From an optimization exercise on the open Yosys and OpenROAD flow, aimed at small area; shortcuts taken in it are not production practice.
Where RTL was checked, it was by simulation tests only, not by an equivalence proof against the original.
The RTL of run 7 was laid out without a check of its function.
Power and IR drop assume default switching activity.

--- constraint.sdc ---
create_clock -name core_clock -period 5.0 [get_ports {clk}]
set_input_delay 1.0000 -clock core_clock [delete_from_list [all_inputs] [get_ports {clk}]]
set_output_delay 1.0000 -clock core_clock [all_outputs]
set_load 0.01 [all_outputs]
--- config.mk ---
export PLATFORM = sky130hd
export DESIGN_NAME = obsidian_decode_stage
export DESIGN_NICKNAME = obsidian_decode_stage
export VERILOG_FILES = /design/flow/design.v
export SDC_FILE = /design/flow/constraint.sdc
export NUM_CORES = 4
export LEC_CHECK = 0
export CAP_MARGIN = 20
export CORE_MARGIN = 2
export CORE_UTILIZATION = 60
export SETUP_SLACK_MARGIN = 0.35
export SLEW_MARGIN = 20
export SYNTH_HIERARCHICAL = 1
export SYNTH_MINIMUM_KEEP_SIZE = 0
--- flow/run.sh ---
#!/bin/bash
# Own layout flow: the standard flow (standard.sh, unchanged synthesis), with two changes:
#  * ports are buffered with sky130_fd_sc_hd__buf_1 instead of the default port buffer cell;
#  * clock tree synthesis: clkbuf_16 for the trunk, clkbuf_8 for the leaf buffers with sink
#    clusters of up to 14 flip-flops, and no dummy loads.
# The full output of the flow goes to standard.log in the work folder; ORFS writes each step's
# log under orfs/logs/.
set -euo pipefail
bash standard.sh \
  'BUFFER_PORTS_ARGS=-buffer_cell sky130_fd_sc_hd__buf_1' \
  'CTS_ARGS=-sink_clustering_enable -repair_clock_nets -dont_use_dummy_load -buf_list {sky130_fd_sc_hd__clkbuf_16} -sink_clustering_buffer sky130_fd_sc_hd__clkbuf_8 -sink_clustering_size 14 -sink_clustering_max_diameter 60' \
  finish > standard.log 2>&1
--- design.v ---
module obsidian_decode_stage (
   input  logic         clk,
   input  logic         rst,
   input  logic [63:0]  IF_ID,
   input  logic         flush,
   input  logic         wb_en,
   input  logic [4:0]   wb_addr,
   input  logic [31:0]  wb_data,
   output logic [139:0] ID_EX,
   output logic         stall
);
   localparam logic [5:0] OP_LOAD = 6'h23;
   logic [31:0] r_regs [1:31];
   logic [31:1] r_vld;
   logic        r_p_en;
   logic [4:0]  r_p_addr;
   logic [31:0] r_p_data;
   logic        r_v;
   logic [31:0] r_pc;
   logic [10:0] r_imm_lo;    
   logic [4:0]  r_rs2;       
   logic [5:0]  r_op;
   logic [4:0]  r_rd;
   logic [4:0]  r_rs1;       
   logic [5:0]  w_opcode;
   logic [4:0]  w_rd;
   logic [4:0]  w_rs1;
   logic [4:0]  w_rs2;
   logic [4:0]  w_ex_rs2;
   logic [31:0] w_a;
   logic [31:0] w_b;
   logic [15:0] w_imm_g;
   function automatic logic [3:0] dec2(input logic [1:0] a);
      dec2 = {a[1] & a[0], a[1] & ~a[0], ~a[1] & a[0], ~a[1] & ~a[0]};
   endfunction
   function automatic logic [7:0] dec3(input logic [2:0] a);
      logic [3:0] l;
      l = dec2(a[1:0]);
      dec3 = {{4{a[2]}} & l, {4{~a[2]}} & l};
   endfunction
   assign w_opcode = IF_ID[31:26];
   assign w_rd     = IF_ID[25:21];
   assign w_rs1    = IF_ID[20:16];
   assign w_rs2    = IF_ID[15:11];
   assign w_ex_rs2 = r_rs2;
   assign stall = !rst && r_v && (r_op == OP_LOAD) && (r_rd != 5'd0) &&
                  ((r_rd == w_rs1) || (r_rd == w_rs2));
   always_ff @(posedge clk or posedge rst) begin
      if (rst) r_p_en <= 1'b0;
      else     r_p_en <= wb_en && (wb_addr != 5'd0);
   end
   always_ff @(posedge clk) begin
      r_p_addr <= wb_addr;
      r_p_data <= wb_data;
   end
   logic [3:0]  w_pl;
   logic [7:0]  w_ph;
   logic [31:1] w_we;
   assign w_pl = dec2(r_p_addr[1:0]);
   assign w_ph = dec3(r_p_addr[4:2]) & {8{r_p_en}};
   always_comb begin
      for (int i = 1; i < 32; i++) w_we[i] = w_pl[i % 4] & w_ph[i / 4];
   end
   always_ff @(posedge clk or posedge rst) begin
      if (rst) r_vld <= '0;
      else     r_vld <= r_vld | w_we;
   end
   logic [31:1] w_wen;
   assign w_wen = ~w_we;
   for (genvar i = 1; i < 32; i++) begin : g_reg
      logic [31:0] w_next;
      for (genvar b = 0; b < 32; b++) begin : g_b
         obsidian_hold u_h (.q(r_regs[i][b]), .d(r_p_data[b]), .we(w_we[i]), .wen(w_wen[i]),
                            .y(w_next[b]));
      end
      always_ff @(posedge clk) r_regs[i] <= w_next;
   end
   always_ff @(posedge clk or posedge rst) begin
      if (rst) begin
         r_v   <= 1'b0;
         r_rs1 <= '0;
         r_rs2 <= '0;
      end else begin
         r_v   <= !(flush || stall);
         r_rs1 <= w_rs1 & {5{!(flush || stall)}};
         r_rs2 <= w_rs2 & {5{!(flush || stall)}};
      end
   end
   always_ff @(posedge clk) begin
      r_pc  <= IF_ID[63:32];
      r_imm_lo <= IF_ID[10:0];
      r_op  <= w_opcode;
      r_rd  <= w_rd;
   end
   logic [32:0] w_s1;
   logic [32:0] w_s2;
   logic [9:0]  w_na [0:31];
   logic [9:0]  w_nb [0:31];
   logic [3:0]  w_s1l;
   logic [7:0]  w_s1h;
   logic [3:0]  w_s2l;
   logic [7:0]  w_s2h;
   assign w_s1l = dec2(r_rs1[1:0]);
   assign w_s1h = dec3(r_rs1[4:2]);
   assign w_s2l = dec2(w_ex_rs2[1:0]);
   assign w_s2h = dec3(w_ex_rs2[4:2]);
   always_comb begin
      w_s1 = '0;
      w_s2 = '0;
      for (int i = 1; i < 32; i++) begin
         w_s1[i] = w_s1l[i % 4] & w_s1h[i / 4] & r_vld[i];
         w_s2[i] = w_s2l[i % 4] & w_s2h[i / 4] & r_vld[i];
      end
   end
   for (genvar b = 0; b < 32; b++) begin : g_bit
      logic [31:1] w_d;
      for (genvar i = 1; i < 32; i++) begin : g_d
         assign w_d[i] = r_regs[i][b];
      end
      for (genvar k = 0; k < 10; k++) begin : g_k
         obsidian_aoi222 u_a (
            .a0(w_s1[3*k+1]), .b0(w_d[3*k+1]), .a1(w_s1[3*k+2]), .b1(w_d[3*k+2]),
            .a2(w_s1[3*k+3]), .b2(w_d[3*k+3]), .y(w_na[b][k]));
         obsidian_aoi222 u_b (
            .a0(w_s2[3*k+1]), .b0(w_d[3*k+1]), .a1(w_s2[3*k+2]), .b1(w_d[3*k+2]),
            .a2(w_s2[3*k+3]), .b2(w_d[3*k+3]), .y(w_nb[b][k]));
      end
      assign w_a[b] = ~&w_na[b] | (w_s1[31] & w_d[31]);
      assign w_b[b] = ~&w_nb[b] | (w_s2[31] & w_d[31]);
   end
   assign w_imm_g = {16{r_v}} & {r_rs2, r_imm_lo};
   assign ID_EX = {{32{r_v}} & r_pc, w_a, w_b, {16{w_imm_g[15]}}, w_imm_g,
                   {6{r_v}} & r_op, {5{r_v}} & r_rd, r_v};
endmodule
module obsidian_aoi222 (
   input  logic a0, b0, a1, b1, a2, b2,
   output logic y
);
   assign y = ~((a0 & b0) | (a1 & b1) | (a2 & b2));
endmodule
module obsidian_hold (
   input  logic q, d, we, wen,
   output logic y
);
   assign y = (q & wen) | (d & we);
endmodule
--- standard.sh ---
#!/bin/bash
# synth_recipe.tcl (not shown) runs the flow's synth.tcl, then flattens the netlist and writes it again
# the make line also repeats each setting of config.mk as NAME=value (left out here)
make -C /OpenROAD-flow-scripts/flow DESIGN_CONFIG=/design/flow/config.mk WORK_HOME=/design/flow/orfs CLKGATE_MAP_FILE= SYNTH_SCRIPT=/design/flow/synth_recipe.tcl "${@:-finish}"
==> out/qor.yml, run 1 <==
status:
  status: "timing/DRC/antenna clean"
setup_path:
  critPathKind: "reg2out"
  worst-endpoint-arrival_ns: 3.89
  path_buf_inv: 2
  worstPathCellList: "nor2b_1 > and3_1 > buf_4 > a222oi_1 > nand4_1 > a2111o_1 > buf_1"
  critPathMaxFanout: 23
  worstPathRequired_ns: 4.00
  slowest_stage: "and3_1"
  cp-start-kind: "register"
  cpPeakStageDelay_ns: 0.78
  cp-end-kind: "output pin"
  crit_family: "simple AND/OR/NAND/NOR gates"
  r2r_setup_slack_ns: 2.09
clocking:
  clockBufferDepth: 3
  ctsHoldBuffers: 0
  cts_tree: "done"
  cts_setup_buffers: 0
  clk_pin_slew_ns: 0.09
  htree_levels: 3
  clk_latency_ns: 0.66
  cts.sinks: 1126
  cts_inserted_buffers: 91
  clockRootBuffer: "clkbuf_16"
timing:
  skew_ns: 0.03688
  drv_slew: 0
  timing.slew.headroom: 0.2084
  tightest_slew_ns: 1.187
  fin_crit_sh: 0.9775
  rsz0062_at_grt: "true"
  fin_crit_ns: 4.888
  fmax_ghz: 0.2046
  setup_tns_ns: 0
  finalSetupViolCount: 0
  hold_violations: 0
synthesis:
  synth_edf_count: 0
  syn_avg_cell_area_sq_um: 12.40
  synth_cells: 3359
  synth_ff_type: "dfxtp_1"
  synth-simple-area-share: 0.05984
  yosysUniqueCellTypes: 33
  mappedNetlistArea_sq_mm: 0.04165
  synth-async-reset-ratio: 0.03819
  post-synth-top-count-cell: "dfxtp_1"
  synth_top_family_by_area: "compound AO/OA/AOI/OAI gates"
  synthAdderAreaFrac: 0
  yosys.area.top_type: "dfxtp_1"
  synthMuxAreaShare: 0
  synth_top_area_share: 0.5206
  ys_warn_count: 11
  ys_ff_latch: 1126
  synth_area_leaders: "dfxtp_1, a22o_1, a222oi_1"
  ys_seq_area_frac: 0.5464
  synth_nets: 3464
  synth_compound_area_frac: 0.3815
  yosys.area_share.xor_xnor: 0.002103
  synth_common_cells: "dfxtp_1, a22o_1, a222oi_1, nand4_1, nand2_1"
placed_design:
  io_buffer_count: 245
  post-dp-hpwl_mm: 112.2
  place_inst: 4661
  gp_congestion: 0.9884
route:
  drt_first_pass_iters: 17
  wirelength_mm: 188.6
  drt_iter0_drc: 10530
  vias: 41740
  drc: 0
  vias_per_cell: 8.777
  wl_per_cell_microns: 39.66
  final_antenna_net_count: 0
floorplanning:
  die_w_microns: 267.5
  dieArea_sq_mm: 0.07153
  die_y_microns: 267.5
  core_area_sq_mm: 0.06871
  fp-row-count: 96
  start_util: 0.6062
  pin_count: 246
grt:
  grt_max_degree: 60
  grtUsageMet2: 0.7028
  antenna_found_initial: 8
  grt_use_met3: 0.2326
  grtUsageTotal: 0.5081
  first_global_vias: 40210
  gr-total-overflow: 0
  grt.met1_usage: 0.6132
  grt_pass1_wl_mm: 268.3
  top_usage_layer: "met2"
pwr:
  power.density_mw_per_mm2: 423.1
  total_power_w: 0.01950
  total_leakage_power_nw: 18.18
  peakVddDrop_mv: 0.3366
layout:
  drive_gt1_frac: 0.07720
  ff_latch_area_sq_mm: 0.02276
  fillers: 5258
  final_cells: 4755
  multi_input_area_sq_mm: 0.01852
  layout.nets: 3928
  syn2layout_area_growth_pct: 10.66
worst_hold_path:
  hp-class: "in2reg"
flow_run:
  maxCapViolCount: 0
## cell families (layout without fill, tap and decap cells)
kind of cell,count (synthesis),in the layout
xor+xnor,10,10
buf+inv,72,534
simple gates,441,441
other cells,0,3
compound gates,1710,1710
flops,1126,1126
## per-module statistics from Yosys (local to each module, per instance)
module | area, sq um | times used
obsidian_hold | 8.758 | 992
obsidian_decode_stage | 26550 | 1
obsidian_aoi222 | 10.01 | 640
## layout make-up
| type | count | area share |
|---|---|---|
| clock buffers | 91 | 0.02937 |
| repair buffers | 411 | 0.04699 |
| inverters | 32 | 0.002606 |
| multi-input cells | 2161 | 0.4018 |
| diodes | 3 | 0.0001629 |
| well taps | 931 | 0.02527 |
| flip-flops and latches | 1126 | 0.4938 |
## worst paths after layout
check                      cells after the start   startpoint              to
min in group asynchronous                      2          rst             r_v
min reg2reg                                    1    r_vld[23]       r_vld[23]
max                                            7     r_rs1[0]       ID_EX[79]
max reg2reg                                    6  r_p_addr[1]  r_regs[26][30]
max in group asynchronous                      2          rst        r_vld[6]
min                                            1   wb_data[6]     r_p_data[6]
## power by group
| part | switching (W) | internal, W |
|---|---|---|
| sequential | 0.00137 | 0.0106 |
| clock | 0.00299 | 0.00180 |
| combinational | 0.00115 | 0.00156 |
| total | 0.00550 | 0.0140 |
## per-stage QoR
stage | util | hold slack [ns] | instance area, sq um | setup WS [ns]
CTS | 0.6700 | 0.4413 | 46040 | 0.3800
global route | 0.6707 | 0.4378 | 46080 | 0.2225
floorplan | - | 0.4403 | 41650 | 1.992
detailed placement | 0.6503 | 0.4589 | 44680 | 1.013
global placement | 0.6503 | 0.4606 | 44680 | 0.9871
finish | 0.6708 | 0.4368 | 46090 | 0.1125
## flip-flops by register name, summed over array words and instances (netlist names)
register / cells
r_rs2: 5
r_v: 1
r_p_en: 1
r_pc: 32
r_imm_lo: 11
r_p_addr: 5
r_rd: 5
r_p_data: 32
r_op: 6
r_rs1: 5
r_vld: 31
r_regs: 992
## worst reg2reg max path: cells and delay by family, from the launching register on
kind,cells,cell delay [ns]
buf+inv,3,1.54
simple gates,2,0.67
compound gates,1,0.20
flops,1,0.45
## cell usage in the layout (no fill, tap or decap), drive strengths merged, types with 10 or more instances in the layout
cell type / n
nor2: 15
clkbuf: 91
nand2: 103
a2111o: 64
a222oi: 640
and3: 64
inv: 32
xnor2: 10
nand2b: 40
a22o: 992
dfxtp: 1083
dfrtp: 43
buf: 411
a21oi: 12
and2: 63
nand4: 128
## metal layers
layer | share of wire | vias to the layer above | wire length (microns)
met3 | 0.18 | 1189 | 34190
met2 | 0.39 | 4400 | 74460
met4 | 0.093 | 6 | 17520
met5 | 0.00027 | - | 51
li1 | - | 16110 | -
met1 | 0.33 | 20030 | 62350
## repair_timing
item | CTS | global route
gates resized for setup | 1 | 24
pin swaps | 0 | 6
setup endpoints to repair | 2 | 42
==> run 2: changes to the inputs <==
--- a/config.mk
+++ b/config.mk
@@ -7,7 +7,7 @@
 export LEC_CHECK = 0
 export CAP_MARGIN = 20
 export CORE_MARGIN = 2
-export CORE_UTILIZATION = 60
+export CORE_UTILIZATION = 70
 export SETUP_SLACK_MARGIN = 0.35
 export SLEW_MARGIN = 20
 export SYNTH_HIERARCHICAL = 1
==> out/qor.yml, run 2 <==
pwr:
  power.density_mw_per_mm2: 424.1  # +0.24%
  power_frac_comb: 0.138  # about the same
  total_leakage_power_nw: 18.14  # -0.20%
  peakVddDrop_mv: 0.3626  # +7.7%
  p_int_w: 0.01398  # -0.13%
  seqPwrFrac: 0.620  # +0.004
  p_sw_w: 0.005479  # -0.47%
  pwr-share-clk: 0.242  # -0.004
  p_sw_frac: 0.2816  # -0.0006794
setup_path:
  reg2reg_depth: 6  # unchanged
  cp-start-kind: "register"
  rr_endpoint: "r_regs[6][14]"
  worst-endpoint-arrival_ns: 3.81  # -0.08 ns
  crit_family: "compound AO/OA/AOI/OAI gates"
  critPathMaxFanout: 32  # +39%
  path_buf_inv: 2  # unchanged
  cp-end-kind: "output pin"
  worstPathCellList: "nor3b_1 > and3_1 > buf_4 > a222oi_1 > nand4_1 > a2111o_1 > buf_1"
  critPathKind: "reg2out"
  r2r_setup_slack_ns: 1.80  # -0.29 ns
  worstPathRequired_ns: 4.00  # about the same
  cpPeakStageDelay_ns: 0.78  # about the same
  slowest_stage: "a2111o_1"
  timing.rr.start: "r_p_addr[1]"
synthesis:
  synth_common_cells: "dfxtp_1, a22o_1, a222oi_1, nand4_1, nand2_1"
  synth_edf_count: 0  # unchanged
  yosysUniqueCellTypes: 33  # unchanged
  post-synth-top-count-cell: "dfxtp_1"
  synth_cells: 3359  # unchanged
  ys_warn_count: 11  # unchanged
  ys_ff_latch: 1126  # unchanged
  synth_nets: 3464  # unchanged
  syn_avg_cell_area_sq_um: 12.40  # unchanged
  synth_top_area_share: 0.5206  # unchanged
  synth_area_leaders: "dfxtp_1, a22o_1, a222oi_1"
  ys_seq_area_frac: 0.5464  # unchanged
  yosys.area.top_type: "dfxtp_1"
  synth-async-reset-ratio: 0.03819  # unchanged
  synth_ff_type: "dfxtp_1"
  mappedNetlistArea_sq_mm: 0.04165  # unchanged
timing:
  timing.slew.headroom: 0.1740  # -0.03437
  tightest_slew_ns: 1.238  # +0.05018 ns
  drv_slew: 0  # unchanged
  skew_ns: 0.05563  # +0.01875 ns
  fin_crit_ns: 4.810  # -0.07745 ns
  fin_crit_sh: 0.9620  # -0.01549
  setup_tns_ns: 0  # unchanged
  fmax_ghz: 0.2079  # +1.6%
  rsz0062_at_grt: "true"
  hold_ws_ns: 0.4309  # -0.005903 ns
  finalSetupViolCount: 0  # unchanged
  hold_violations: 0  # unchanged
route:
  drc: 0  # unchanged
  wl_per_cell_microns: 39.88  # +0.57%
  vias: 42300  # +1.3%
  drt_first_pass_iters: 22  # +5
  wirelength_mm: 183.1  # -2.9%
  vias_per_cell: 9.213  # +5.0%
  drt_iter0_drc: 12310  # +17%
  final_antenna_net_count: 0  # unchanged
worst_hold_path:
  hold_depth: 1  # unchanged
  whs_endpoint: "r_p_data[3]"
  hp-start: "wb_data[3]"
  hp-class: "in2reg"
clocking:
  clockRootBuffer: "clkbuf_16"
  cts.sinks: 1126  # unchanged
  cts_setup_buffers: 0  # unchanged
  clk_latency_ns: 0.65  # about the same
  cts_inserted_buffers: 90  # -1.1%
  cts_tree: "done"
  htree_levels: 3  # unchanged
  clockBufferDepth: 3  # unchanged
  clk_pin_slew_ns: 0.09  # about the same
layout:
  largest_reg_flops: 992  # unchanged
  layout_common_cells: "dfxtp_1, a22o_1, a222oi_1"
  top_register: "r_regs"
  layout.nets: 3916  # -0.31%
  final_cell_area_sq_mm: 0.04587  # -0.46%
  reg_top3: "r_regs (992), r_p_data (32), r_pc (32)"
  final_common_cell: "dfxtp_1"
  syn2layout_area_growth_pct: 10.15
  finish.utilization: 0.7787  # +0.1079
  drive_gt1_frac: 0.07404  # -0.003170
grt:
  grtUsageTotal: 0.5743  # +0.06618
  gr-total-overflow: 0  # unchanged
  grt_pass1_wl_mm: 260.9  # -2.7%
  first_global_vias: 41050  # +2.1%
  grt_max_degree: 60  # unchanged
  antenna_found_initial: 15  # +7
placed_design:
  post-dp-hpwl_mm: 103.3  # -7.9%
  io_buffer_count: 245  # unchanged
  place_area_sq_mm: 0.04442  # -0.57%
  gp_congestion: 1.012  # +2.4%
floorplanning:
  pin_count: 246  # unchanged
  core_area_sq_mm: 0.05891  # -14%
  start_util: 0.7070  # +0.1008
  die_y_microns: 247.9  # -7.3%
  dieArea_sq_mm: 0.06146  # -14%
  fp-row-count: 89  # -7.3%
  die_w_microns: 247.9  # -7.3%
status:
  status: "timing/DRC/antenna clean"
flow_run:
  maxCapViolCount: 0  # unchanged
run 2: cell counts after synthesis:
Identical to the previous run, type by type.
run 2: routing by layer:
metal  track usage  vias up  part of all wire
met5       0.08426        -            0.0045
met4        0.4116       32             0.099
met3        0.3450     1533              0.20
met2        0.7668     4782              0.38
met1        0.6665    19850              0.31
li1              -    16100                 -
run 2: worst max-delay path by stage:
stage	start	end	slack, ns	depth (start not counted)
finish	r_rs2[3]	ID_EX[69]	0.19	7
global route	r_rs2[3]	ID_EX[69]	0.29	7
CTS	r_rs1[1]	ID_EX[85]	0.39	7
detailed placement	r_rs2[4]	ID_EX[74]	0.96	7
global placement	r_rs1[1]	ID_EX[85]	1.12	7
floorplan	r_rs2[4]	ID_EX[44]	1.99	6
run 2: what timing repair did:
action / CTS / global route
pin swaps: 0 / 4
gates resized for setup: 1 / 20
hold buffers: 0 / 0
endpoints found under the setup margin: 1 / 55
run 2: Yosys stat by module, one instance, submodules excluded:
module	cell area (sq um)	times used	cells inside	flip-flops and latches
obsidian_decode_stage	26550	1	1727	1126
obsidian_aoi222	10.01	640	1	0
obsidian_hold	8.758	992	1	0
run 2: cells by family (layout without fill, tap and decap cells):
kind of cell / after synthesis / count (layout) / share of synthesized area
AO/OA/AOI/OAI: 1710 / 1710 / 0.3815
flip-flops: 1126 / 1126 / 0.5464
AND/OR/NAND/NOR: 441 / 441 / 0.05984
buffers and inverters: 72 / 522 / 0.01012
XOR/XNOR: 10 / 10 / 0.002103
other: 0 / 9 / 0
run 2: layout make-up:
class / count / area [sq um]
diodes: 9 / 22.52
fillers: 3875 / 13030
flip-flops and latches: 1126 / 22770
multi-input cells: 2161 / 18490
clock buffers: 90 / 1340
inverters: 32 / 120.1
well taps: 773 / 967.2
repair buffers: 400 / 2166
run 2: through the flow:
stage	std cells	setup slack, ns	total power [W]
floorplan	3359	1.992	0.01366
global placement	4490	1.117	0.01442
detailed placement	4491	0.9645	0.01469
CTS	4581	0.3940	0.01913
global route	4582	0.2871	0.01992
finish	4591	0.1899	0.01945
run 2: power groups by stage:
stage                     Sequential, W  Combinational (W)  Clock [W]
after floorplan                  0.0118            0.00188          0
after global placement           0.0120            0.00242          0
after detailed placement         0.0121            0.00254          0
after CTS                        0.0120            0.00255    0.00462
after global routing             0.0122            0.00278    0.00494
final                            0.0121            0.00268    0.00471
==> run 3: changes to the inputs <==
==> flow/run.sh (replaced) <==
#!/bin/bash
# Own layout flow: the standard flow (standard.sh, unchanged synthesis), with two changes:
#  * ports are buffered with sky130_fd_sc_hd__buf_1 instead of the default port buffer cell;
#  * clock tree synthesis: clkbuf_16 for the trunk, clkbuf_8 for the leaf buffers with sink
#    clusters of up to 14 flip-flops, and no dummy loads;
#  * timing-driven global placement does not keep the resizer's buffers.
# The full output of the flow goes to standard.log in the work folder; ORFS writes each step's
# log under orfs/logs/.
set -euo pipefail
bash standard.sh \
  'BUFFER_PORTS_ARGS=-buffer_cell sky130_fd_sc_hd__buf_1' \
  'GLOBAL_PLACEMENT_ARGS=-keep_resize_below_overflow 0' \
  'CTS_ARGS=-sink_clustering_enable -repair_clock_nets -dont_use_dummy_load -buf_list {sky130_fd_sc_hd__clkbuf_16} -sink_clustering_buffer sky130_fd_sc_hd__clkbuf_8 -sink_clustering_size 14 -sink_clustering_max_diameter 60' \
  finish > standard.log 2>&1
--- a/config.mk
+++ b/config.mk
@@ -7,7 +7,7 @@
 export LEC_CHECK = 0
 export CAP_MARGIN = 20
 export CORE_MARGIN = 2
-export CORE_UTILIZATION = 70
+export CORE_UTILIZATION = 60
 export SETUP_SLACK_MARGIN = 0.35
 export SLEW_MARGIN = 20
 export SYNTH_HIERARCHICAL = 1
==> out/qor.yml, run 3 <==
layout:
  syn2layout_area_growth_pct: 15.05
  final_cell_area_sq_mm: 0.04791  # +4.4%
  layout.nets: 3892  # -0.61%
  reg_top3: "r_regs (992), r_p_data (32), r_pc (32)"
  final_cells: 4721  # +2.8%
  top_register: "r_regs"
  final_common_cell: "dfxtp_1"
  largest_reg_flops: 992  # unchanged
  layout_common_cells: "dfxtp_1, a22o_1, a222oi_1"
  drive_gt1_frac: 0.1022  # +0.02821
setup_path:
  timing.rr.start: "r_p_addr[0]"
  cp-start-kind: "register"
  slowest_stage: "nand4_1"
  critPathKind: "reg2out"
  cp-end-kind: "output pin"
  worstPathRequired_ns: 4.00  # about the same
  worstPathCellList: "nor3b_1 > and3_2 > buf_16 > a222oi_1 > nand4_1 > a2111o_1 > buf_1"
  crit_path_start: "r_rs1[4]"
  worst-endpoint-arrival_ns: 3.84  # +0.03 ns
  critPathMaxFanout: 17  # -47%
  cpPeakStageDelay_ns: 0.62  # -0.16 ns
synthesis:
  synth_area_leaders: "dfxtp_1, a22o_1, a222oi_1"
  synth_nets: 3464  # unchanged
  ys_warn_count: 11  # unchanged
  synth_cells: 3359  # unchanged
  yosys.area.top_type: "dfxtp_1"
  synth_ff_type: "dfxtp_1"
  synth_common_cells: "dfxtp_1, a22o_1, a222oi_1, nand4_1, nand2_1"
  ys_ff_latch: 1126  # unchanged
  ys_seq_area_frac: 0.5464  # unchanged
  synth-async-reset-ratio: 0.03819  # unchanged
  syn_avg_cell_area_sq_um: 12.40  # unchanged
  synth_top_area_share: 0.5206  # unchanged
  mappedNetlistArea_sq_mm: 0.04165  # unchanged
  yosysUniqueCellTypes: 33  # unchanged
  synth_edf_count: 0  # unchanged
  post-synth-top-count-cell: "dfxtp_1"
timing:
  fin_crit_ns: 4.837  # +0.02717 ns
  rsz0062_at_grt: "true"
  finalSetupViolCount: 0  # unchanged
  tightest_slew_ns: 1.012  # -0.2255 ns
  fmax_ghz: 0.2067  # -0.56%
  fin_crit_sh: 0.9674  # +0.005433
  skew_ns: 0.05511  # -0.0005210 ns
  timing.slew.headroom: 0.3239  # +0.1498
  hold_violations: 0  # unchanged
  drv_slew: 0  # unchanged
route:
  drt_first_pass_iters: 22  # unchanged
  vias: 42450  # +0.35%
  final_antenna_net_count: 0  # unchanged
  drc: 0  # unchanged
  vias_per_cell: 8.991  # -2.4%
  wl_per_cell_microns: 41.77  # +4.7%
  drt_iter0_drc: 11780  # -4.3%
  wirelength_mm: 197.2  # +7.7%
clocking:
  cts_inserted_buffers: 91  # +1.1%
  clockRootBuffer: "clkbuf_16"
  cts_tree: "done"
  htree_levels: 3  # unchanged
  clk_latency_ns: 0.66  # about the same
  clockBufferDepth: 3  # unchanged
  clk_pin_slew_ns: 0.10  # about the same
  ctsHoldBuffers: 0  # unchanged
  cts.sinks: 1126  # unchanged
  cts_setup_buffers: 0  # unchanged
floorplanning:
  die_y_microns: 267.5  # +7.9%
  fp-row-count: 96  # +7.9%
  start_util: 0.6062  # -0.1008
  core_area_sq_mm: 0.06871  # +17%
  pin_count: 246  # unchanged
  dieArea_sq_mm: 0.07153  # +16%
  die_w_microns: 267.5  # +7.9%
pwr:
  peakVddDrop_mv: 0.2987  # -18%
  power.density_mw_per_mm2: 408.9  # -3.6%
  total_leakage_power_nw: 18.55  # +2.3%
placed_design:
  place_inst: 4625  # +3.0%
  place_area_sq_mm: 0.04652  # +4.7%
  gp_congestion: 0.9560  # -5.6%
  post-dp-hpwl_mm: 122.3  # +18%
  io_buffer_count: 245  # unchanged
grt:
  gr-total-overflow: 0  # unchanged
  grt_pass1_wl_mm: 277.6  # +6.4%
  antenna_found_initial: 6  # -9
  first_global_vias: 41030  # -0.063%
  grtUsageTotal: 0.5306  # -0.04374
  grt_max_degree: 61  # +1.7%
worst_hold_path:
  hp-class: "in2async"
status:
  status: "timing/DRC/antenna clean"
flow_run:
  maxCapViolCount: 0  # unchanged
==> run 3: worst paths after layout <==
kind,to,slack [ns],cells after the start
min in group core_clock,r_p_data[16],0.43,1
max in group asynchronous,r_rs1[0],4.08,3
worst max-delay path,ID_EX[87],0.16,7
worst min-delay path,r_vld[21],0.39,2
worst max register to register,r_regs[9][12],1.72,6
worst min register to register,r_vld[11],0.51,1
==> run 3: critical path: cells and delay by family (launching register included) <==
kind	cells	cell delay [ns]
DFF	1	0.49
and+or+nand+nor	3	1.37
AOI/OAI and AO/OA	2	0.90
buffers and inverters	2	0.44
==> run 3: logic make-up after synthesis <==
group / Yosys count / share of synthesized area
flops: 1126 / 0.5464
buf+inv: 72 / 0.01012
simple gates: 441 / 0.05984
xor+xnor: 10 / 0.002103
compound gates: 1710 / 0.3815
==> run 3: per-stage QoR <==
| stage | power, W | TNS [ns] | hold slack, ns | utilization | setup WS (ns) |
|---|---|---|---|---|---|
| after floorplan | 0.01366 | 0 | 0.4403 | - | 1.992 |
| after global placement | 0.01441 | -0.004908 | 0.4655 | 0.6321 | -0.004908 |
| after detailed placement | 0.01478 | 0 | 0.4746 | 0.6771 | 1.164 |
| after CTS | 0.01929 | 0 | 0.4006 | 0.6968 | 0.5326 |
| after global routing | 0.02008 | 0 | 0.4286 | 0.6972 | 0.3352 |
| final | 0.01959 | 0 | 0.3910 | 0.6974 | 0.1628 |
==> run 3: area by class of cell <==
cell class / instances / area [sq um]
Tap cell: 931 / 1165
Timing Repair Buffer: 375 / 3815
Sequential cell: 1126 / 22800
Inverter: 32 / 122.6
Fill cell: 4934 / 20790
Clock buffer: 91 / 1354
Antenna cell: 5 / 12.51
Multi-Input combinational cell: 2161 / 18650
==> run 3: timing repair <==
action / 4_1_cts / 5_1_grt
gates resized for setup: 0 / 5
endpoints found under the setup margin: 0 / 6
hold endpoints to repair: 0 / 0
==> run 3: Yosys stat by module (local to each module, per instance) <==
module                 cells inside  area [sq um]  times used  flip-flops and latches
obsidian_decode_stage          1727         26550           1                    1126
obsidian_aoi222                   1         10.01         640                       0
obsidian_hold                     1         8.758         992                       0
==> run 3: power by group <==
part           switching (W)  internal [W]
clock network        0.00297       0.00180
logic                0.00106       0.00160
registers            0.00151        0.0106
total                0.00555        0.0140
==> run 3: per-layer routing <==
| layer | track usage | wire length, microns | part of all wire |
|---|---|---|---|
| met3 | 0.2732 | 36650 | 0.19 |
| met1 | 0.6201 | 63560 | 0.32 |
| met4 | 0.4190 | 20390 | 0.10 |
| met2 | 0.7195 | 75870 | 0.38 |
| met5 | 0.07484 | 732 | 0.0037 |
==> run 4: changes to the inputs <==
==> flow/run.sh (replaced) <==
#!/bin/bash
# Own layout flow: the standard flow (standard.sh, unchanged synthesis), with two changes:
#  * ports are buffered with sky130_fd_sc_hd__buf_1 instead of the default port buffer cell;
#  * clock tree synthesis uses clkbuf_8 with sink clusters of up to 14 flip-flops and no dummy loads.
# The full output of the flow goes to standard.log in the work folder; ORFS writes each step's
# log under orfs/logs/.
set -euo pipefail
bash standard.sh \
  'BUFFER_PORTS_ARGS=-buffer_cell sky130_fd_sc_hd__buf_1' \
  'CTS_ARGS=-sink_clustering_enable -repair_clock_nets -dont_use_dummy_load -buf_list {sky130_fd_sc_hd__clkbuf_8} -sink_clustering_size 14 -sink_clustering_max_diameter 60' \
  finish > standard.log 2>&1
--- a/config.mk
+++ b/config.mk
@@ -5,10 +5,11 @@
 export SDC_FILE = /design/flow/constraint.sdc
 export NUM_CORES = 4
 export LEC_CHECK = 0
-export CAP_MARGIN = 20
+export CAP_MARGIN = 10
 export CORE_MARGIN = 2
 export CORE_UTILIZATION = 60
-export SETUP_SLACK_MARGIN = 0.35
-export SLEW_MARGIN = 20
+export GPL_TIMING_DRIVEN = 0
+export SETUP_SLACK_MARGIN = 0.2
+export SLEW_MARGIN = 10
 export SYNTH_HIERARCHICAL = 1
 export SYNTH_MINIMUM_KEEP_SIZE = 0
==> out/qor.yml, run 4 <==
grt:
  grtUsageTotal: 0.5122  # -0.01837
  first_global_vias: 40260  # -1.9%
  grt_max_degree: 37  # -39%
  gr-total-overflow: 0  # unchanged
  antenna_found_initial: 17  # +11
  grt_pass1_wl_mm: 268.8  # -3.2%
setup_path:
  crit_family: "simple AND/OR/NAND/NOR gates"
  slowest_stage: "a2111o_1"
  cp-end-kind: "output pin"
  cp-start-kind: "register"
  path_buf_inv: 2  # unchanged
  worstPathCellList: "and2_1 > and3_2 > buf_16 > a222oi_1 > nand4_1 > a2111o_1 > buf_1"
  worstPathRequired_ns: 4.00  # about the same
  worst-endpoint-arrival_ns: 3.96  # +0.12 ns
  critPathMaxFanout: 21  # +4
  cpPeakStageDelay_ns: 0.61  # about the same
  critPathKind: "reg2out"
timing:
  rsz0062_at_grt: "true"
  drv_slew: 0  # unchanged
  setup_tns_ns: 0  # unchanged
  fin_crit_ns: 4.963  # +0.1261 ns
  skew_ns: 0.03777  # -0.01733 ns
  timing.slew.headroom: 0.08185  # -0.2420
  finalSetupViolCount: 0  # unchanged
  fmax_ghz: 0.2015  # -2.5%
  fin_crit_sh: 0.9927  # +0.02523
  hold_violations: 0  # unchanged
  tightest_slew_ns: 1.375  # +0.3632 ns
clocking:
  cts_tree: "done"
  clockRootBuffer: "clkbuf_8"
  ctsHoldBuffers: 0  # unchanged
  cts_inserted_buffers: 91  # unchanged
  cts.sinks: 1126  # unchanged
  clk_pin_slew_ns: 0.09  # about the same
  clockBufferDepth: 3  # unchanged
  htree_levels: 3  # unchanged
  clk_latency_ns: 0.76  # +0.10 ns
  cts_setup_buffers: 0  # unchanged
synthesis:
  synth_cells: 3359  # unchanged
  post-synth-top-count-cell: "dfxtp_1"
  syn_avg_cell_area_sq_um: 12.40  # unchanged
  synth_edf_count: 0  # unchanged
  synth-async-reset-ratio: 0.03819  # unchanged
  ys_seq_area_frac: 0.5464  # unchanged
  synth_common_cells: "dfxtp_1, a22o_1, a222oi_1, nand4_1, nand2_1"
  synth_nets: 3464  # unchanged
  synth_top_area_share: 0.5206  # unchanged
  yosysUniqueCellTypes: 33  # unchanged
  synth_area_leaders: "dfxtp_1, a22o_1, a222oi_1"
  mappedNetlistArea_sq_mm: 0.04165  # unchanged
  ys_ff_latch: 1126  # unchanged
  yosys.area.top_type: "dfxtp_1"
  ys_warn_count: 11  # unchanged
  synth_ff_type: "dfxtp_1"
floorplanning:
  start_util: 0.6062  # unchanged
  die_y_microns: 267.5  # unchanged
  fp-row-count: 96  # unchanged
  dieArea_sq_mm: 0.07153  # unchanged
  die_w_microns: 267.5  # unchanged
  core_area_sq_mm: 0.06871  # unchanged
  pin_count: 246  # unchanged
route:
  drc: 0  # unchanged
  vias_per_cell: 8.858  # -1.5%
  final_antenna_net_count: 0  # unchanged
  wl_per_cell_microns: 40.48  # -3.1%
  vias: 41780  # -1.6%
  wirelength_mm: 190.9  # -3.2%
  drt_first_pass_iters: 14  # -36%
  drt_iter0_drc: 11070  # -6.1%
pwr:
  peakVddDrop_mv: 0.3523  # +18%
  total_power_w: 0.01932  # -1.4%
  power.density_mw_per_mm2: 409.1  # about the same
  p_int_w: 0.01384  # -1.4%
  p_sw_w: 0.005480  # -1.3%
  p_sw_frac: 0.2836  # about the same
  total_leakage_power_nw: 18.26  # -1.6%
  power_frac_comb: 0.136  # about the same
  seqPwrFrac: 0.628  # +0.008
  pwr-share-clk: 0.236  # -0.008
layout:
  final_common_cell: "dfxtp_1"
  drive_gt1_frac: 0.09918  # -0.003066
  syn2layout_area_growth_pct: 13.40
  largest_reg_flops: 992  # unchanged
  top_register: "r_regs"
  fillers: 5036  # +2.1%
  reg_top3: "r_regs (992), r_p_data (32), r_pc (32)"
  layout.nets: 3888  # -0.10%
  layout_common_cells: "dfxtp_1, a22o_1, a222oi_1"
flow_run:
  maxCapViolCount: 0  # unchanged
placed_design:
  io_buffer_count: 245  # unchanged
  gp_congestion: 0.9526  # -0.36%
  post-dp-hpwl_mm: 113.5  # -7.2%
worst_hold_path:
  hp-class: "in2async"
status:
  status: "timing/DRC/antenna clean"
==> run 4: cell type report <==
type / count / area [sq um] / share of cell area
antenna: 5 / 12.51 / 0.0002649
buffer: 40 / 301.5 / 0.006385
clock buffer: 91 / 1252 / 0.02652
inverter: 32 / 120.1 / 0.002543
multi-input combinational: 2161 / 18710 / 0.3961
sequential: 1126 / 22800 / 0.4827
tap: 931 / 1165 / 0.02466
timing repair buffer: 331 / 2874 / 0.06085
==> run 4: final timing paths <==
| path | startpoint | end | slack (ns) | depth (start not counted) |
|---|---|---|---|---|
| min in group core_clock | wb_data[3] | r_p_data[3] | 0.33 | 1 |
| min | rst | r_rs2[3] | 0.17 | 2 |
| max | r_rs2[0] | ID_EX[74] | 0.04 | 7 |
| min reg2reg | r_vld[17] | r_vld[17] | 0.49 | 1 |
| max in group asynchronous | rst | r_vld[11] | 4.33 | 3 |
| max reg2reg | r_p_addr[1] | r_regs[22][3] | 1.99 | 6 |
==> run 4: timing repair <==
action                     in CTS  in global routing
pin swaps                       0                  6
resized for setup               4                 21
setup endpoints to repair      16                 64
==> run 4: routing by layer <==
layer / share of wire / global-route usage / routed length [microns] / up-vias
li1: - / - / - / 16060
met1: 0.33 / 0.6125 / 62090 / 19980
met2: 0.40 / 0.7090 / 75810 / 4514
met3: 0.19 / 0.2532 / 35370 / 1205
met4: 0.092 / 0.3714 / 17480 / 24
met5: 0.00092 / 0 / 176 / -
==> run 4: kinds of logic after synthesis <==
group,synth area share
xor gates and xnor gates,0.002103
buffers and inverters,0.01012
and+or+nand+nor,0.05984
DFF,0.5464
AOI/OAI and AO/OA,0.3815
==> run 4: through the flow <==
step,std cells,setup WS [ns],cell area [sq um],hold slack [ns],utilization
after floorplan,3359,1.992,41650,0.4403,-
after global placement,4535,0.1969,43730,0.4542,0.6365
after detailed placement,4621,0.8998,45860,0.4609,0.6675
after CTS,4712,0.2040,47130,0.1498,0.6859
after global routing,4713,0.1691,47220,0.1653,0.6873
final,4717,0.03663,47230,0.1699,0.6874
==> run 4: power groups by stage <==
stage          Combinational, W  Sequential, W  Clock, W
3_3_place_gp            0.00234         0.0120         0
2_1_floorplan           0.00188         0.0118         0
3_5_place_dp            0.00250         0.0122         0
6_report                0.00263         0.0121   0.00456
5_1_grt                 0.00272         0.0123   0.00483
4_1_cts                 0.00251         0.0120   0.00449
==> run 4: per-module statistics from Yosys, one instance, submodules excluded <==
module | cells | times used | area, sq um | flops+latches
obsidian_decode_stage | 1727 | 1 | 26550 | 1126
obsidian_hold | 1 | 992 | 8.758 | 0
obsidian_aoi222 | 1 | 640 | 10.01 | 0
==> run 5: changes to the inputs <==
==> run.sh (new file) <==
#!/bin/bash
# synth_recipe.tcl (not shown) runs the flow's synth.tcl, then flattens the netlist and writes it again
# the make line also repeats each setting of config.mk as NAME=value (left out here)
make -C /OpenROAD-flow-scripts/flow DESIGN_CONFIG=/design/flow/config.mk WORK_HOME=/design/flow/orfs CLKGATE_MAP_FILE= SYNTH_SCRIPT=/design/flow/synth_recipe.tcl finish
==> config.mk (replaced) <==
export PLATFORM = sky130hd
export DESIGN_NAME = obsidian_decode_stage
export DESIGN_NICKNAME = obsidian_decode_stage
export VERILOG_FILES = /design/flow/design.v
export SDC_FILE = /design/flow/constraint.sdc
export NUM_CORES = 4
export LEC_CHECK = 0
export CAP_MARGIN = 20
export CORE_MARGIN = 2
export CORE_UTILIZATION = 60
export CTS_BUF_LIST = sky130_fd_sc_hd__clkbuf_8
export CTS_CLUSTER_DIAMETER = 60
export CTS_CLUSTER_SIZE = 14
export SETUP_SLACK_MARGIN = 0.4
export SLEW_MARGIN = 20
export SYNTH_HIERARCHICAL = 1
export SYNTH_MINIMUM_KEEP_SIZE = 0
removed: flow/run.sh
removed: standard.sh
==> out/qor.yml, run 5 <==
layout:
  drive_gt1_frac: 0.09356  # -0.005616
  layout_common_cells: "dfxtp_1, a22o_1, a222oi_1"
  finish.utilization: 0.7050  # +0.01759
  largest_reg_flops: 992  # unchanged
  layout.nets: 3953  # +1.7%
  top_register: "r_regs"
  final_common_cell: "dfxtp_1"
  reg_top3: "r_regs (992), r_p_data (32), r_pc (32)"
  syn2layout_area_growth_pct: 16.30
synthesis:
  synth_cells: 3359  # unchanged
  synth_area_leaders: "dfxtp_1, a22o_1, a222oi_1"
  synth_nets: 3464  # unchanged
  synth_common_cells: "dfxtp_1, a22o_1, a222oi_1, nand4_1, nand2_1"
  synth-async-reset-ratio: 0.03819  # unchanged
  synth_ff_type: "dfxtp_1"
  synth_top_area_share: 0.5206  # unchanged
  syn_avg_cell_area_sq_um: 12.40  # unchanged
  ys_seq_area_frac: 0.5464  # unchanged
  ys_ff_latch: 1126  # unchanged
  post-synth-top-count-cell: "dfxtp_1"
  yosys.area.top_type: "dfxtp_1"
  synth_edf_count: 0  # unchanged
  ys_warn_count: 11  # unchanged
  yosysUniqueCellTypes: 33  # unchanged
  mappedNetlistArea_sq_mm: 0.04165  # unchanged
grt:
  grt_max_degree: 60  # +62%
  grt_use_met3: 0.2742  # +0.02096
  grtUsageMet2: 0.7204  # +0.01144
  first_global_vias: 41010  # +1.9%
  grt.met1_usage: 0.6270  # +0.01451
  gr-total-overflow: 0  # unchanged
  antenna_found_initial: 10  # -7
  grt_pass1_wl_mm: 274.9  # +2.3%
  top_usage_layer: "met2"
  grtUsageTotal: 0.5251  # +0.01292
route:
  drc: 0  # unchanged
  wirelength_mm: 197.7  # +3.5%
  final_antenna_net_count: 0  # unchanged
  wl_per_cell_microns: 41.12  # +1.6%
  vias_per_cell: 8.793  # -0.72%
  vias: 42270  # +1.2%
  drt_iter0_drc: 11440  # +3.3%
  drt_first_pass_iters: 15  # +1
timing:
  timing.slew.headroom: 0.1446  # +0.06276
  fin_crit_sh: 0.9448  # -0.04788
  rsz0062_at_grt: "true"
  fmax_ghz: 0.2117  # +5.1%
  setup_tns_ns: 0  # unchanged
  finalSetupViolCount: 0  # unchanged
  skew_ns: 0.04904  # +0.01126 ns
  fin_crit_ns: 4.724  # -0.2394 ns
  drv_slew: 0  # unchanged
  hold_violations: 0  # unchanged
  tightest_slew_ns: 1.283  # -0.09226 ns
worst_hold_path:
  hp-start: "r_vld[26]"
  hp-class: "reg2reg"
  hold_depth: 1
  whs_endpoint: "r_vld[26]"
pwr:
  pwr-share-clk: 0.244  # +0.008
  p_sw_w: 0.005593  # +2.1%
  p_int_w: 0.01412  # +2.0%
  p_sw_frac: 0.2837  # about the same
  power_frac_comb: 0.146  # +0.010
  seqPwrFrac: 0.610  # -0.018
  total_leakage_power_nw: 19.70  # +7.9%
  peakVddDrop_mv: 0.2847  # -19%
  power.density_mw_per_mm2: 407.0  # -0.52%
setup_path:
  worst-endpoint-arrival_ns: 3.72  # -0.24 ns
  worstPathRequired_ns: 4.00  # about the same
  slowest_stage: "a222oi_1"
  reg2reg_depth: 6  # unchanged
  critPathKind: "reg2out"
  rr_endpoint: "r_regs[18][21]"
  critPathMaxFanout: 32  # +52%
  r2r_setup_slack_ns: 1.88  # -0.11 ns
  worstPathCellList: "nor2b_2 > and3_1 > buf_8 > a222oi_1 > nand4_1 > a2111o_1 > clkdlybuf4s50_1"
  cp-start-kind: "register"
  cpPeakStageDelay_ns: 0.51  # -0.10 ns
  cp-end-kind: "output pin"
  timing.rr.start: "r_p_addr[1]"
floorplanning:
  fp-row-count: 96  # unchanged
  pin_count: 246  # unchanged
  core_area_sq_mm: 0.06871  # unchanged
  die_y_microns: 267.5  # unchanged
  die_w_microns: 267.5  # unchanged
  dieArea_sq_mm: 0.07153  # unchanged
  start_util: 0.6062  # unchanged
status:
  status: "timing/DRC/antenna clean"
clocking:
  clk_pin_slew_ns: 0.09  # about the same
  cts_inserted_buffers: 91  # unchanged
  cts.sinks: 1126  # unchanged
  clk_latency_ns: 0.75  # about the same
  clockRootBuffer: "clkbuf_8"
  clockBufferDepth: 3  # unchanged
  cts_tree: "done"
  htree_levels: 3  # unchanged
  ctsHoldBuffers: 0  # unchanged
placed_design:
  io_buffer_count: 245  # unchanged
  post-dp-hpwl_mm: 110.9  # -2.3%
  gp_congestion: 0.9614  # +0.92%
flow_run:
  maxCapViolCount: 0  # unchanged
[run 5: cell counts after synthesis]
Identical to the previous run, type by type.
[run 5: through the flow]
stage          area, sq um  hold slack [ns]  setup slack, ns  power, W  cells
4_1_cts              48010           0.4905           0.3705   0.01941   4786
5_1_grt              48430           0.5155           0.2877   0.02023   4804
3_5_place_dp         46390           0.4699           0.7662   0.01489   4672
6_report             48440           0.4936           0.2760   0.01972   4807
2_1_floorplan        41650           0.4403            1.992   0.01366   3359
3_3_place_gp         46370           0.4641           0.7461   0.01464   4671
[run 5: power groups by stage]
stage	registers, W	clock network (W)	logic [W]
finish	0.0120	0.00481	0.00289
global route	0.0122	0.00506	0.00299
CTS	0.0119	0.00472	0.00276
detailed placement	0.0121	0	0.00277
global placement	0.0120	0	0.00266
floorplan	0.0118	0	0.00188
[run 5: Yosys stat by module (local to each module, per instance)]
| module | cells | copies in the design | flops+latches |
|---|---|---|---|
| obsidian_decode_stage | 1727 | 1 | 1126 |
| obsidian_hold | 1 | 992 | 0 |
| obsidian_aoi222 | 1 | 640 | 0 |
[run 5: layout make-up]
type	instances	area [sq um]
flip-flops and latches	1126	22770
fillers	4998	20270
multi-input cells	2161	18600
repair buffers	436	4342
clock buffers	98	1349
well taps	931	1165
inverters	32	120.1
clock inverters	16	70.07
diodes	7	17.52
[run 5: metal layers]
metal	vias up	part of all wire
met2	4542	0.39
met3	1357	0.19
met1	20180	0.33
met5	-	0.0013
met4	12	0.093
li1	16180	-
[run 5: worst max-delay path, delay by kind of cell, from the launching register on]
kind            cells  cell delay (ns)
buf+inv             2             0.71
compound gates      2             0.96
flops               1             0.42
simple gates        3             0.89
[run 5: cells by family after synthesis]
logic type                share of synthesized area
AOI/OAI and AO/OA                            0.3815
DFF                                          0.5464
and+or+nand+nor                             0.05984
buffers and inverters                       0.01012
xor gates and xnor gates                   0.002103
[run 5: what timing repair did]
item / in CTS / in global routing
gates cloned: 0 / 6
pin swaps: 88 / 187
gates resized for setup: 97 / 103
endpoints found under the setup margin: 64 / 63
buffers inserted: 0 / 8
[run 5: worst max-delay path by stage]
stage                     slack, ns        end      from  cells after the start
after floorplan                1.99  ID_EX[44]  r_rs2[4]                      6
after detailed placement       0.77  ID_EX[60]  r_rs2[3]                      8
final                          0.28  ID_EX[67]  r_rs2[0]                      7
after global placement         0.75  ID_EX[59]  r_rs2[4]                      7
after global routing           0.29  ID_EX[67]  r_rs2[2]                      7
after CTS                      0.37  ID_EX[99]  r_rs1[4]                      7
==> run 6: changes to the inputs <==
--- a/design.v
+++ b/design.v
@@ -128,7 +128,7 @@
       assign w_a[b] = ~&w_na[b] | (w_s1[31] & w_d[31]);
       assign w_b[b] = ~&w_nb[b] | (w_s2[31] & w_d[31]);
    end
-   assign w_imm_g = {16{r_v}} & {r_rs2, r_imm_lo};
+   assign w_imm_g = {r_rs2, {11{r_v}} & r_imm_lo};
    assign ID_EX = {{32{r_v}} & r_pc, w_a, w_b, {16{w_imm_g[15]}}, w_imm_g,
                    {6{r_v}} & r_op, {5{r_v}} & r_rd, r_v};
 endmodule
==> flow/run.sh (new file) <==
#!/bin/bash
# Own layout flow: the standard flow (standard.sh, unchanged synthesis), with two changes:
#  * ports are buffered with sky130_fd_sc_hd__buf_1 instead of the default port buffer cell;
#  * clock tree synthesis: clkbuf_16 for the trunk, clkbuf_8 for the leaf buffers with sink
#    clusters of up to 16 flip-flops, and no dummy loads.
# The full output of the flow goes to standard.log in the work folder; ORFS writes each step's
# log under orfs/logs/.
set -euo pipefail
bash standard.sh \
  'BUFFER_PORTS_ARGS=-buffer_cell sky130_fd_sc_hd__buf_1' \
  'CTS_ARGS=-sink_clustering_enable -repair_clock_nets -dont_use_dummy_load -buf_list {sky130_fd_sc_hd__clkbuf_16} -sink_clustering_buffer sky130_fd_sc_hd__clkbuf_8 -sink_clustering_size 16 -sink_clustering_max_diameter 60' \
  finish > standard.log 2>&1
==> standard.sh (new file) <==
#!/bin/bash
# synth_recipe.tcl (not shown) runs the flow's synth.tcl, then flattens the netlist and writes it again
# the make line also repeats each setting of config.mk as NAME=value (left out here)
make -C /OpenROAD-flow-scripts/flow DESIGN_CONFIG=/design/flow/config.mk WORK_HOME=/design/flow/orfs CLKGATE_MAP_FILE= SYNTH_SCRIPT=/design/flow/synth_recipe.tcl "${@:-finish}"
==> config.mk (replaced) <==
export PLATFORM = sky130hd
export DESIGN_NAME = obsidian_decode_stage
export DESIGN_NICKNAME = obsidian_decode_stage
export VERILOG_FILES = /design/flow/design.v
export SDC_FILE = /design/flow/constraint.sdc
export NUM_CORES = 4
export LEC_CHECK = 0
export CAP_MARGIN = 20
export CORE_MARGIN = 2
export CORE_UTILIZATION = 70
export SETUP_SLACK_MARGIN = 0.25
export SLEW_MARGIN = 20
export SYNTH_HIERARCHICAL = 1
export SYNTH_MINIMUM_KEEP_SIZE = 0
removed: run.sh
==> out/qor.yml, run 6 <==
status:
  status: "timing/DRC/antenna clean"
clocking:
  cts_inserted_buffers: 80  # -12%
  cts.sinks: 1126  # unchanged
  clk_latency_ns: 0.67  # -0.08 ns
  clockBufferDepth: 3  # unchanged
  clk_pin_slew_ns: 0.10  # about the same
  htree_levels: 3  # unchanged
  cts_tree: "done"
  clockRootBuffer: "clkbuf_16"
  ctsHoldBuffers: 0  # unchanged
grt:
  antenna_found_initial: 15  # +5
  grt_pass1_wl_mm: 264.2  # -3.9%
  grtUsageTotal: 0.5822  # +0.05706
  first_global_vias: 41260  # +0.61%
  grt_max_degree: 56  # -6.7%
  gr-total-overflow: 0  # unchanged
setup_path:
  critPathMaxFanout: 11  # -66%
  cp-end-kind: "output pin"
  critPathKind: "reg2out"
  worst-endpoint-arrival_ns: 3.89  # +0.17 ns
  cp-start-kind: "register"
  worstPathRequired_ns: 4.00  # about the same
layout:
  final_common_cell: "dfxtp_1"
  final_cells: 4567  # -5.0%
  reg_top3: "r_regs (992), r_p_data (32), r_pc (32)"
  drive_gt1_frac: 0.06917  # -0.02440
  layout_common_cells: "dfxtp_1, a22o_1, a222oi_1"
  finish.utilization: 0.7744  # +0.06941
  syn2layout_area_growth_pct: 9.661
  layout.nets: 3895  # -1.5%
  largest_reg_flops: 992  # unchanged
  final_cell_area_sq_mm: 0.04562  # -5.8%
  top_register: "r_regs"
floorplanning:
  dieArea_sq_mm: 0.06139  # -14%
  fp-row-count: 89  # -7.3%
  pin_count: 246  # unchanged
  start_util: 0.7062  # +0.1000
  die_y_microns: 247.8  # -7.4%
  core_area_sq_mm: 0.05891  # -14%
  die_w_microns: 247.8  # -7.4%
timing:
  tightest_slew_ns: 1.151  # -0.1322 ns
  hold_violations: 0  # unchanged
  fin_crit_sh: 0.9772  # +0.03237
  drv_slew: 0  # unchanged
  rsz0062_at_grt: "true"
  finalWorstSetupSlack_ns: 0.1142  # -0.1618 ns
  fmax_ghz: 0.2047  # -3.3%
  finalSetupViolCount: 0  # unchanged
  skew_ns: 0.03940  # -0.009637 ns
  timing.slew.headroom: 0.2327  # +0.08813
  setup_tns_ns: 0  # unchanged
  fin_crit_ns: 4.886  # +0.1618 ns
synthesis:
  synth_common_cells: "dfxtp_1, a22o_1, a222oi_1, nand4_1, nand2_1"
  synth_top_area_share: 0.5212  # +0.0005950
  mappedNetlistArea_sq_mm: 0.04160  # -0.11%
  synth_ff_type: "dfxtp_1"
  synth-async-reset-ratio: 0.03819  # unchanged
  ys_seq_area_frac: 0.5470  # +0.0006245
  ys_ff_latch: 1126  # unchanged
  synth_area_leaders: "dfxtp_1, a22o_1, a222oi_1"
  synth_edf_count: 0  # unchanged
  synth_nets: 3455  # -0.26%
  post-synth-top-count-cell: "dfxtp_1"
  ys_warn_count: 11  # unchanged
  synth_cells: 3350  # -0.27%
  syn_avg_cell_area_sq_um: 12.42  # +0.15%
  yosys.area.top_type: "dfxtp_1"
  yosysUniqueCellTypes: 32  # -3.0%
flow_run:
  maxCapViolCount: 0  # unchanged
worst_hold_path:
  hp-class: "in2reg"
pwr:
  total_leakage_power_nw: 17.98  # -8.7%
  peakVddDrop_mv: 0.3622  # +27%
  power.density_mw_per_mm2: 422.8  # +3.9%
placed_design:
  place_area_sq_mm: 0.04435  # -4.4%
  post-dp-hpwl_mm: 105.1  # -5.2%
  dpl_worst_slack_ns: 1.103  # +0.3367 ns
  place_inst: 4481  # -4.1%
  gp_congestion: 0.9926  # +3.2%
  io_buffer_count: 245  # unchanged
route:
  drc: 0  # unchanged
  wirelength_mm: 185.4  # -6.2%
  drt_iter0_drc: 12230  # +6.9%
  final_antenna_net_count: 0  # unchanged
  vias_per_cell: 9.346  # +6.3%
  wl_per_cell_microns: 40.59  # -1.3%
  vias: 42680  # +0.97%
  drt_first_pass_iters: 21  # +6
run 6: cell count changes in the layout (fill, tap and decap cells not counted), sizes merged, moves of 5 or more:
| cell | before | now |
|---|---|---|
| clkdlybuf4s15 | 5 | 0 |
| inv | 46 | 29 |
| clkbuf | 115 | 80 |
| and2 | 63 | 58 |
| buf | 183 | 394 |
| dlygate4sd2 | 11 | 0 |
| clkdlybuf4s50 | 187 | 0 |
| dlymetal6s2s | 33 | 0 |
run 6: path summary, 6_finish.rpt:
check,startpoint,endpoint,slack (ns),depth (start not counted)
min in group asynchronous,rst,r_v,0.58,2
max in group asynchronous,rst,r_rs2[2],3.70,2
setup reg to reg,r_p_addr[0],r_regs[21][18],1.59,5
hold / removal,wb_data[2],r_p_data[2],0.43,1
hold reg to reg,r_vld[23],r_vld[23],0.50,1
setup / recovery,r_rs2[0],ID_EX[54],0.11,7
run 6: critical path: stages, from the launching register on:
cell and delay [ns]:
dfrtp_1 0.44, nor2b_1 0.25, and3_1 0.49, buf_4 0.35
a222oi_1 0.58, nand4_1 0.47, a2111o_1 0.49, buf_1 0.16
run 6: stage by stage:
stage	hold slack (ns)	total power [W]
after floorplan	0.4393	0.01367
after global placement	0.4563	0.01444
after detailed placement	0.4695	0.01473
after CTS	0.4455	0.01893
after global routing	0.4234	0.01973
final	0.4276	0.01929
run 6: layer usage:
layer  part of all wire  global-route usage  up-vias
met5             0.0020             0.02703        -
met4               0.11              0.4412       20
met3               0.20              0.3473     1829
met2               0.38              0.7813     4990
met1               0.31              0.6693    19780
li1                   -                   -    16060
run 6: power by group:
group          internal, W  total, W  switching (W)
sequential          0.0106    0.0121        0.00146
combinational      0.00155   0.00270        0.00115
clock              0.00161   0.00449        0.00288
total               0.0138    0.0193        0.00549
run 6: repair_timing:
| item | in CTS | in global routing |
|---|---|---|
| buffers inserted | 0 | 0 |
| resized for setup | 0 | 18 |
| setup endpoints to repair | 0 | 35 |
run 6: cells by family after synthesis:
| family | count (synthesis) | share of synthesized area |
|---|---|---|
| flip-flops | 1126 | 0.5470 |
| buffers and inverters | 68 | 0.009655 |
| AND/OR/NAND/NOR | 436 | 0.05925 |
| AO/OA/AOI/OAI | 1710 | 0.3819 |
| XOR/XNOR | 10 | 0.002105 |
run 6: final cells by class:
type / instances / area [sq um]
Timing Repair Buffer: 394 / 2071
Antenna cell: 6 / 15.01
Sequential cell: 1126 / 22770
Multi-Input combinational cell: 2156 / 18470
Fill cell: 3817 / 13290
Tap cell: 773 / 967.2
Inverter: 32 / 120.1
Clock buffer: 80 / 1202
run 6: modules after synthesis (local to each module, per instance):
| module | cells | cell area [sq um] | flops+latches |
|---|---|---|---|
| obsidian_aoi222 | 1 | 10.01 | 0 |
| obsidian_hold | 1 | 8.758 | 0 |
| obsidian_decode_stage | 1718 | 26510 | 1126 |
==> run 7: changes to the inputs <==
--- a/design.v
+++ b/design.v
@@ -17,11 +17,10 @@
    logic [31:0] r_p_data;
    logic        r_v;
    logic [31:0] r_pc;
-   logic [10:0] r_imm_lo;    
-   logic [4:0]  r_rs2;       
+   logic [15:0] r_imm;
    logic [5:0]  r_op;
    logic [4:0]  r_rd;
-   logic [4:0]  r_rs1;       
+   logic [4:0]  r_rs1;
    logic [5:0]  w_opcode;
    logic [4:0]  w_rd;
    logic [4:0]  w_rs1;
@@ -42,7 +41,7 @@
    assign w_rd     = IF_ID[25:21];
    assign w_rs1    = IF_ID[20:16];
    assign w_rs2    = IF_ID[15:11];
-   assign w_ex_rs2 = r_rs2;
+   assign w_ex_rs2 = r_imm[15:11];
    assign stall = !rst && r_v && (r_op == OP_LOAD) && (r_rd != 5'd0) &&
                   ((r_rd == w_rs1) || (r_rd == w_rs2));
    always_ff @(posedge clk or posedge rst) begin
@@ -65,32 +64,21 @@
       if (rst) r_vld <= '0;
       else     r_vld <= r_vld | w_we;
    end
-   logic [31:1] w_wen;
-   assign w_wen = ~w_we;
    for (genvar i = 1; i < 32; i++) begin : g_reg
-      logic [31:0] w_next;
-      for (genvar b = 0; b < 32; b++) begin : g_b
-         obsidian_hold u_h (.q(r_regs[i][b]), .d(r_p_data[b]), .we(w_we[i]), .wen(w_wen[i]),
-                            .y(w_next[b]));
+      always_ff @(posedge clk) begin
+         if (w_we[i]) r_regs[i] <= r_p_data;
       end
-      always_ff @(posedge clk) r_regs[i] <= w_next;
    end
    always_ff @(posedge clk or posedge rst) begin
-      if (rst) begin
-         r_v   <= 1'b0;
-         r_rs1 <= '0;
-         r_rs2 <= '0;
-      end else begin
-         r_v   <= !(flush || stall);
-         r_rs1 <= w_rs1 & {5{!(flush || stall)}};
-         r_rs2 <= w_rs2 & {5{!(flush || stall)}};
-      end
+      if (rst) r_v <= 1'b0;
+      else     r_v <= !(flush || stall);
    end
    always_ff @(posedge clk) begin
       r_pc  <= IF_ID[63:32];
-      r_imm_lo <= IF_ID[10:0];
+      r_imm <= IF_ID[15:0];
       r_op  <= w_opcode;
       r_rd  <= w_rd;
+      r_rs1 <= w_rs1;
    end
    logic [32:0] w_s1;
    logic [32:0] w_s2;
@@ -101,9 +89,9 @@
    logic [3:0]  w_s2l;
    logic [7:0]  w_s2h;
    assign w_s1l = dec2(r_rs1[1:0]);
-   assign w_s1h = dec3(r_rs1[4:2]);
+   assign w_s1h = dec3(r_rs1[4:2]) & {8{r_v}};
    assign w_s2l = dec2(w_ex_rs2[1:0]);
-   assign w_s2h = dec3(w_ex_rs2[4:2]);
+   assign w_s2h = dec3(w_ex_rs2[4:2]) & {8{r_v}};
    always_comb begin
       w_s1 = '0;
       w_s2 = '0;
@@ -128,7 +116,7 @@
       assign w_a[b] = ~&w_na[b] | (w_s1[31] & w_d[31]);
       assign w_b[b] = ~&w_nb[b] | (w_s2[31] & w_d[31]);
    end
-   assign w_imm_g = {r_rs2, {11{r_v}} & r_imm_lo};
+   assign w_imm_g = {16{r_v}} & r_imm;
    assign ID_EX = {{32{r_v}} & r_pc, w_a, w_b, {16{w_imm_g[15]}}, w_imm_g,
                    {6{r_v}} & r_op, {5{r_v}} & r_rd, r_v};
 endmodule
@@ -138,9 +126,3 @@
 );
    assign y = ~((a0 & b0) | (a1 & b1) | (a2 & b2));
 endmodule
-module obsidian_hold (
-   input  logic q, d, we, wen,
-   output logic y
-);
-   assign y = (q & wen) | (d & we);
-endmodule
==> flow/run.sh (replaced) <==
#!/bin/bash
# Own layout flow: the standard flow (standard.sh, unchanged synthesis), with two changes:
#  * ports are buffered with sky130_fd_sc_hd__buf_1 instead of the default port buffer cell;
#  * clock tree synthesis uses clkbuf_8 with larger sink clusters and no dummy loads.
# The full output of the flow goes to standard.log in the work folder; ORFS writes each step's
# log under orfs/logs/.
set -euo pipefail
bash standard.sh \
  'BUFFER_PORTS_ARGS=-buffer_cell sky130_fd_sc_hd__buf_1' \
  'CTS_ARGS=-sink_clustering_enable -repair_clock_nets -dont_use_dummy_load -buf_list {sky130_fd_sc_hd__clkbuf_8} -sink_clustering_size 20 -sink_clustering_max_diameter 60' \
  finish > standard.log 2>&1
--- a/config.mk
+++ b/config.mk
@@ -7,8 +7,8 @@
 export LEC_CHECK = 0
 export CAP_MARGIN = 20
 export CORE_MARGIN = 2
-export CORE_UTILIZATION = 70
-export SETUP_SLACK_MARGIN = 0.25
+export CORE_UTILIZATION = 60
+export SETUP_SLACK_MARGIN = 0.2
 export SLEW_MARGIN = 20
 export SYNTH_HIERARCHICAL = 1
 export SYNTH_MINIMUM_KEEP_SIZE = 0
==> out/qor.yml, run 7 <==
synthesis:
  mappedNetlistArea_sq_mm: 0.04255  # +2.3%
  synth_cells: 2315  # -31%
  synth_ff_type: "edfxtp_1"
  ys_ff_latch: 1126  # unchanged
  synth-async-reset-ratio: 0.02931  # -0.008881
  ys_seq_area_frac: 0.7670  # +0.2200
  ys_warn_count: 11  # unchanged
  synth_top_area_share: 0.7001  # +0.1789
  yosysUniqueCellTypes: 33  # +3.1%
  post-synth-top-count-cell: "edfxtp_1"
  synth_top_family_by_area: "compound AO/OA/AOI/OAI gates"
  synth_common_cells: "edfxtp_1, a222oi_1, nand4_1, dfxtp_1, nand2_1"
  yosys.area.top_type: "edfxtp_1"
  synth_nets: 2420  # -30%
  yosys.area_share.xor_xnor: 0.002058  # -0.00004693
  synthMuxAreaShare: 0  # unchanged
status:
  status: "timing/DRC/antenna clean"
placed_design:
  gp_congestion: 0.9821  # -1.1%
  io_buffer_count: 245  # unchanged
  dpl_worst_slack_ns: 1.066  # -0.03697 ns
  post-dp-hpwl_mm: 89.46  # -15%
layout:
  reg_top3: "r_regs (992), r_p_data (32), r_pc (32)"
  final_common_cell: "edfxtp_1"
  drive_gt1_frac: 0.1025  # +0.03332
  layout_common_cells: "edfxtp_1, a222oi_1, buf_1"
  syn2layout_area_growth_pct: 9.066
  top_register: "r_regs"
timing:
  fin_crit_sh: 0.9707  # -0.006482
  finalWorstSetupSlack_ns: 0.1466  # +0.03241 ns
  tightest_slew_ns: 1.296  # +0.1453 ns
  fmax_ghz: 0.2060  # +0.67%
  hold_violations: 0  # unchanged
  finalSetupViolCount: 0  # unchanged
  timing.slew.headroom: 0.1359  # -0.09687
  drv_slew: 0  # unchanged
  skew_ns: 0.06130  # +0.02190 ns
  hold_ws_ns: 0.3475  # -0.08010 ns
  rsz0062_at_grt: "true"
clocking:
  cts_setup_buffers: 0  # unchanged
  cts_tree: "done"
  clockRootBuffer: "clkbuf_8"
  clockBufferDepth: 3  # unchanged
  cts.sinks: 1126  # unchanged
  clk_pin_slew_ns: 0.11  # about the same
  cts_resized: 0  # unchanged
setup_path:
  timing.rr.start: "r_p_addr[4]"
  critPathMaxFanout: 32  # +21
  cp-end-kind: "output pin"
  rr_endpoint: "r_regs[23][24]"
  crit_path_start: "r_v"
  reg2reg_depth: 4  # -1
  critPathKind: "reg2out"
route:
  vias: 30630  # -28%
  drt_first_pass_iters: 13  # -38%
  wl_per_cell_microns: 42.69  # +5.2%
  drc: 0  # unchanged
  final_antenna_net_count: 0  # unchanged
  vias_per_cell: 8.515  # -8.9%
floorplanning:
  start_util: 0.6065  # -0.09965
  pin_count: 246  # unchanged
  core_area_sq_mm: 0.07015  # +19%
grt:
  grt_max_degree: 59  # +5.4%
  grt_pass1_wl_mm: 213.2  # -19%
  grtUsageTotal: 0.4124  # -0.1698
pwr:
  p_int_w: 0.01197  # -13%
  total_leakage_power_nw: 14.75  # -18%
  peakVddDrop_mv: 0.2932  # -19%
  p_sw_frac: 0.2218  # -0.06265
  power_frac_comb: 0.045  # -0.095
flow_run:
  maxCapViolCount: 0  # unchanged
worst_hold_path:
  hp-start: "wb_data[9]"
-- run 7: kinds of logic after synthesis --
kind of cell,after synthesis
compound gates,707
simple gates,433
flops,1126
buf+inv,39
xor+xnor,10
-- run 7: power groups by stage --
stage,sequential (W),clock (W),combinational [W]
floorplan,0.0107,0,0.000360
finish,0.0107,0.00404,0.000689
detailed placement,0.0109,0,0.000663
global placement,0.0108,0,0.000652
CTS,0.0106,0.00404,0.000666
global route,0.0107,0.00434,0.000711
-- run 7: worst max-delay path by stage --
stage,end
floorplan,ID_EX[76]
global placement,ID_EX[105]
detailed placement,ID_EX[105]
CTS,ID_EX[105]
global route,ID_EX[105]
finish,ID_EX[105]
-- run 7: Yosys stat by module (local to each module, per instance) --
module	times used	cell area, sq um
obsidian_decode_stage	1	36140
obsidian_aoi222	640	10.01
-- run 7: worst max-delay path, cell delays in order (launching register included) --
cell and delay, ns:
dfrtp_1 0.45, or2b_1 0.27, nor2_1 0.12, and3_2 0.56, a222oi_1 0.58, nand4_1 0.52
a2111o_1 0.48, buf_1 0.15
-- run 7: cell type report --
| cell class | instances | area, sq um |
|---|---|---|
| Clock buffer | 73 | 1005 |
| Fill cell | 4979 | 23740 |
| Inverter | 5 | 18.77 |
| Antenna cell | 3 | 7.507 |
| Sequential cell | 1126 | 32660 |
| Timing Repair Buffer | 300 | 1528 |
| Tap cell | 940 | 1176 |
| Multi-Input combinational cell | 1150 | 10010 |
-- run 7: routing by layer --
layer  vias up  part of all wire  track usage
li1      11720                 -            -
met1     15150              0.33       0.5382
met2      3157              0.44       0.6068
met3       592              0.16       0.1405
met4         4             0.065       0.2406
met5         -           0.00015            0
-- run 7: metrics by stage --
stage	instances	power, W	util	cell area [sq um]
final	3597	0.01539	0.6615	46410
after global routing	3595	0.01574	0.6615	46400
after CTS	3589	0.01535	0.6589	46220
after detailed placement	3516	0.01152	0.6446	45220
after global placement	3509	0.01149	0.6420	45040
after floorplan	2315	0.01111	-	42550
